Context: an optimization exercise on an open-source flow, tuned for small area, a short achievable clock period and few clock cycles. The choices shown serve that exercise and are no tape-out recipe. RTL that was checked went through simulation tests only; none was proved equivalent to the original. No activity file was given, so power comes from the tool's default toggle rates.

// calendar_clock_with_keypad_setup_unit
module calendar_clock_with_keypad_setup_unit (
   input  wire                                clock,
   input  wire                                reset,
   input  wire                                req_tvalid,
   output logic                               req_tready,
   input  wire  [ccks_pkg::REQ_DATA_W-1:0]    req_tdata,   
   input  wire                                req_tuser,   
   output logic                               rsp_tvalid,
   input  wire                                rsp_tready,
   output logic [ccks_pkg::RSP_DATA_W-1:0]    rsp_tdata
);
   logic [6:0] yh, yl;
   logic [7:0] month, day;
   logic [6:0] hour, minute, second;
   logic       row;
   logic [3:0] col;
   logic       running;
   logic       rsp_v;
   logic       pend_v;
   logic       pend_op;
   logic [4:0] pend_key;
   logic       out_free, go, op;
   logic [4:0] key;
   logic [6:0] t_yh, t_yl, t_hour, t_minute, t_second;
   logic [7:0] t_month, t_day;
   logic [7:0] k_val;
  ...
export LEC_CHECK = 0
export ABC_AREA = 1
export CAP_MARGIN = 20
export CORE_MARGIN = 2
export CORE_UTILIZATION = 40
export SLEW_MARGIN = 20
create_clock -name core_clock -period 14.0 [get_ports {clock}]
standard.sh (not shown) runs the stock make flow with config.mk's settings and CLKGATE_MAP_FILE= SYNTH_SCRIPT=/design/flow/synth_recipe.tcl, a recipe that flattens the netlist after the stock synthesis.
==> flow/flow/run.sh <==
#!/bin/bash
# The standard ORFS layout (the standard.sh) with one change to how the
# netlist is made: adders are left to ABC instead of being mapped to full- and
# half-adder cells first. Registers, their names and cell types are those of
# the standard synthesis. make's output goes to flow_make.log; each ORFS step
# keeps its own log under orfs/logs.
set -euo pipefail
bash standard.sh ADDER_MAP_FILE= finish > flow_make.log 2>&1
The baseline produced a clean layout.
Next try:
==> flow/run.sh (new file) <==
#!/bin/bash
# synth_recipe.tcl (not shown) runs the flow's synth.tcl, then flattens the netlist and writes it again
# the make line also repeats each setting of config.mk as NAME=value (left out here)
make -C /OpenROAD-flow-scripts/flow DESIGN_CONFIG=/design/flow/config.mk WORK_HOME=/design/flow/orfs CLKGATE_MAP_FILE= SYNTH_SCRIPT=/design/flow/synth_recipe.tcl finish
ABC_AREA = default   (was 1)
ABC_CLOCK_PERIOD_IN_PS = 3000   (was default)
SETUP_SLACK_MARGIN = 5   (was default)
removed: flow/flow/run.sh
removed: flow/standard.sh
Outcome: Total power increases by a quarter to a third; wire length stays flat; fmax decreases by about a fifth; core utilization decreases by 0.81 points; critical path depth increases by 24; synthesized area increases by a little under a tenth.
Next try:
ABC_AREA = 1   (was default)
After rerunning: Via count rose by 3.0%. Worst setup slack improves by 0.54 ns. Critical path depth fell by 21. Count of clock-buffer cells in the layout fell by 3. Worst hold slack degrades by 0.027 ns. Cell area rose by 0.40%. Die area is about the same.
No run of this note included a check of the RTL's function; only the layout flow was run.

== build 14 ==
calendar_clock_with_keypad_setup_unit, a different RTL version from the one above (not shown whole).
Size in the first run: ~1100 cells after synthesis, about 82 flip-flops, ~79 I/O pins, ~6500 um^2 of cells after synthesis.
==> flow/design.v (excerpt) <==
module calendar_clock_with_keypad_setup_unit (
   input  wire                                clock,
   input  wire                                reset,
   input  wire                                req_tvalid,
   output logic                               req_tready,
   input  wire  [ccks_pkg::REQ_DATA_W-1:0]    req_tdata,   
   input  wire                                req_tuser,   
   output logic                               rsp_tvalid,
   input  wire                                rsp_tready,
   output logic [ccks_pkg::RSP_DATA_W-1:0]    rsp_tdata
);
clock: 14.0 ns
lec_check: 0
abc_area: 1
cap_margin: 20
core_margin: 2
core_utilization: 50
cts_buf_list: sky130_fd_sc_hd__clkbuf_8
cts_cluster_diameter: 100
cts_cluster_size: 40
slew_margin: 20
==> flow/flow/run.sh <==
#!/bin/bash
# The standard ORFS layout (the standard.sh) with three changes to how
# the layout is made:
#  - adders are left to ABC instead of being mapped to full- and half-adder
#    cells first (ADDER_MAP_FILE empty);
#  - ports are buffered with the smallest buffer cell;
#  - timing repair aims for 9.5 ns of setup slack at the 14 ns clock, so it
#    keeps working on paths the 14 ns constraint alone would leave as they are.
# Registers, their names and cell types are those of the standard synthesis.
# make's output goes to flow_make.log; each ORFS step keeps its own log under
# orfs/logs.
set -euo pipefail
bash standard.sh ADDER_MAP_FILE= \
  "BUFFER_PORTS_ARGS=-buffer_cell sky130_fd_sc_hd__buf_1" \
  SETUP_SLACK_MARGIN=9.5 finish > flow_make.log 2>&1
Testbench counts of build 14, summed over its fixed seeds: cycles 40,661.
[inputs] build 12 vs build 14
-- flow/flow/run.sh --
<<< build 14, line 6
#  - ports are buffered with the smallest buffer cell;
#  - timing repair aims for 9.5 ns of setup slack at the 14 ns clock, so it
#    keeps working on paths the 14 ns constraint alone would leave as they are.
>>> build 12, line 6
#  - ports are buffered with the smallest buffer cell;
#  - timing repair aims for 9.6 ns of setup slack at the 14 ns clock, so it
#    keeps working on paths the 14 ns constraint alone would leave as they are.
<<< build 14, line 14
  "BUFFER_PORTS_ARGS=-buffer_cell sky130_fd_sc_hd__buf_1" \
  SETUP_SLACK_MARGIN=9.5 finish > flow_make.log 2>&1
>>> build 12, line 14
  "BUFFER_PORTS_ARGS=-buffer_cell sky130_fd_sc_hd__buf_1" \
  SETUP_SLACK_MARGIN=9.6 finish > flow_make.log 2>&1
Notes after the runs:
From build 14 to build 12, total core area did not move at all.
The net switching component of the power of build 12 is higher than that of build 14.
Delay of the slowest cell on the worst path for build 12: 310 ps down relative to build 14
The part of the total power dissipated in the clock network number comes out higher for build 14 vs build 12.
Power: higher on build 12
Inputs modified between build 12 and build 2:
-- flow/flow/run.sh --
<<< build 12, line 6
#  - ports are buffered with the smallest buffer cell;
#  - timing repair aims for 9.6 ns of setup slack at the 14 ns clock, so it
#    keeps working on paths the 14 ns constraint alone would leave as they are.
>>> build 2, line 6
#  - ports are buffered with the smallest buffer cell;
#  - timing repair aims for 9.3 ns of setup slack at the 14 ns clock, so it
#    keeps working on paths the 14 ns constraint alone would leave as they are.
<<< build 12, line 14
  "BUFFER_PORTS_ARGS=-buffer_cell sky130_fd_sc_hd__buf_1" \
  SETUP_SLACK_MARGIN=9.6 finish > flow_make.log 2>&1
>>> build 2, line 14
  "BUFFER_PORTS_ARGS=-buffer_cell sky130_fd_sc_hd__buf_1" \
  SETUP_SLACK_MARGIN=9.3 finish > flow_make.log 2>&1
==> comparison <==
Summary: cell area after layout, build 2 better than build 12
Diff build 12 -> build 2: final worst setup slack now sits lower, non-clock buffer area fraction after layout now sits lower, post-detailed-placement half-perimeter wirelength now sits lower, sequential cell area now sits at about the same level, routed metal-1 wirelength now sits higher.
The final reports for build 2 and build 12 show sequential share of cell area higher in the former.
Route | build 2 vs build 12 | wire shorter in build 2
Build 2 completed every stage of the flow, and the final layout passed the timing, design-rule and antenna checks.
Build 12 closes out successfully: all stages finished, all timing, DRC and antenna checks passed.
Critical path depth came out lower on build 2 than on build 12.
Number of nets in the finished design (build 2 vs. build 12) decreases slightly
Edits applied to the flow inputs when going from build 2 to build 28:
- a change of CORE_UTILIZATION from 50 to 40
-- flow/flow/run.sh --
<<< build 2, line 6
#  - ports are buffered with the smallest buffer cell;
#  - timing repair aims for 9.3 ns of setup slack at the 14 ns clock, so it
#    keeps working on paths the 14 ns constraint alone would leave as they are.
>>> build 28, line 6
#  - ports are buffered with the smallest buffer cell;
#  - timing repair aims for 9.5 ns of setup slack at the 14 ns clock, so it
#    keeps working on paths the 14 ns constraint alone would leave as they are.
<<< build 2, line 14
  "BUFFER_PORTS_ARGS=-buffer_cell sky130_fd_sc_hd__buf_1" \
  SETUP_SLACK_MARGIN=9.3 finish > flow_make.log 2>&1
>>> build 28, line 14
  "BUFFER_PORTS_ARGS=-buffer_cell sky130_fd_sc_hd__buf_1" \
  SETUP_SLACK_MARGIN=9.5 finish > flow_make.log 2>&1
--- outcome ---
Between build 28 and build 2, it is build 28 whose die area is higher, by about 24%. Fraction of area in non-clock buffers (higher): build 28. Summary of build 28 over build 2: overall power consumption shows a reduction of about 6%, smallest setup slack after layout now larger, via count now sits at about the same level. Build 28 reports a higher final worst hold slack than build 2 does. Of build 28 and build 2, the higher die extent in y belongs to build 28. Delay of the slowest cell on the worst path in build 28 is 80 ps lower than in build 2.

## afterwards: timing with drivers on the ports
The results above use ideal ports. As a check the final layouts listed here were re-extracted and re-timed, cells and wires unchanged. Step 1 (the two cells are an assumption about what drives the block):
set clk [get_ports {clock}]
set_driving_cell -lib_cell sky130_fd_sc_hd__clkbuf_16 $clk
set_driving_cell -lib_cell sky130_fd_sc_hd__buf_2 [delete_from_list [all_inputs] $clk]
Step 2 moves the port delays by t, midway between the first and last clock arrival at a register: inputs arrive t later, outputs are due t later. That takes back most of the time a late clock gives input paths. Three values: no drivers, after step 1, after step 2; two values: the first two.
run	shift t [ns]	setup slack, ns	worst hold slack (ns)	latest minus earliest clock arrival (ns)	worst slew at a driven data input, ns
the first run of note 1	0.387	7.405 / 7.361 / 7.631	0.456 / 0.456 / 0.456	0.006 / 0.006	0.03
the second run of note 1	0.379	5.677 / 5.677 / 5.677	0.502 / 0.502 / 0.502	0.006 / 0.006	0.04
the third run of note 1	0.384	6.215 / 6.234 / 5.850	0.476 / 0.476 / 0.476	0.011 / 0.012	0.03
build 14	0.415	9.675 / 9.686 / 9.270	0.477 / 0.477 / 0.477	0.015 / 0.015	0.03
build 12	0.423	9.761 / 9.761 / 9.359	0.490 / 0.490 / 0.490	0.010 / 0.010	0.03
build 2	0.423	9.535 / 9.555 / 9.131	0.477 / 0.477 / 0.477	0.017 / 0.017	0.03
build 28	0.418	9.766 / 9.779 / 9.360	0.490 / 0.490 / 0.490	0.015 / 0.015	0.03
After both steps setup and hold are still met in every run listed. For build 28, which loses most, drivers alone change the setup slack by +0.013 ns; drivers and shift together by -0.406 ns.
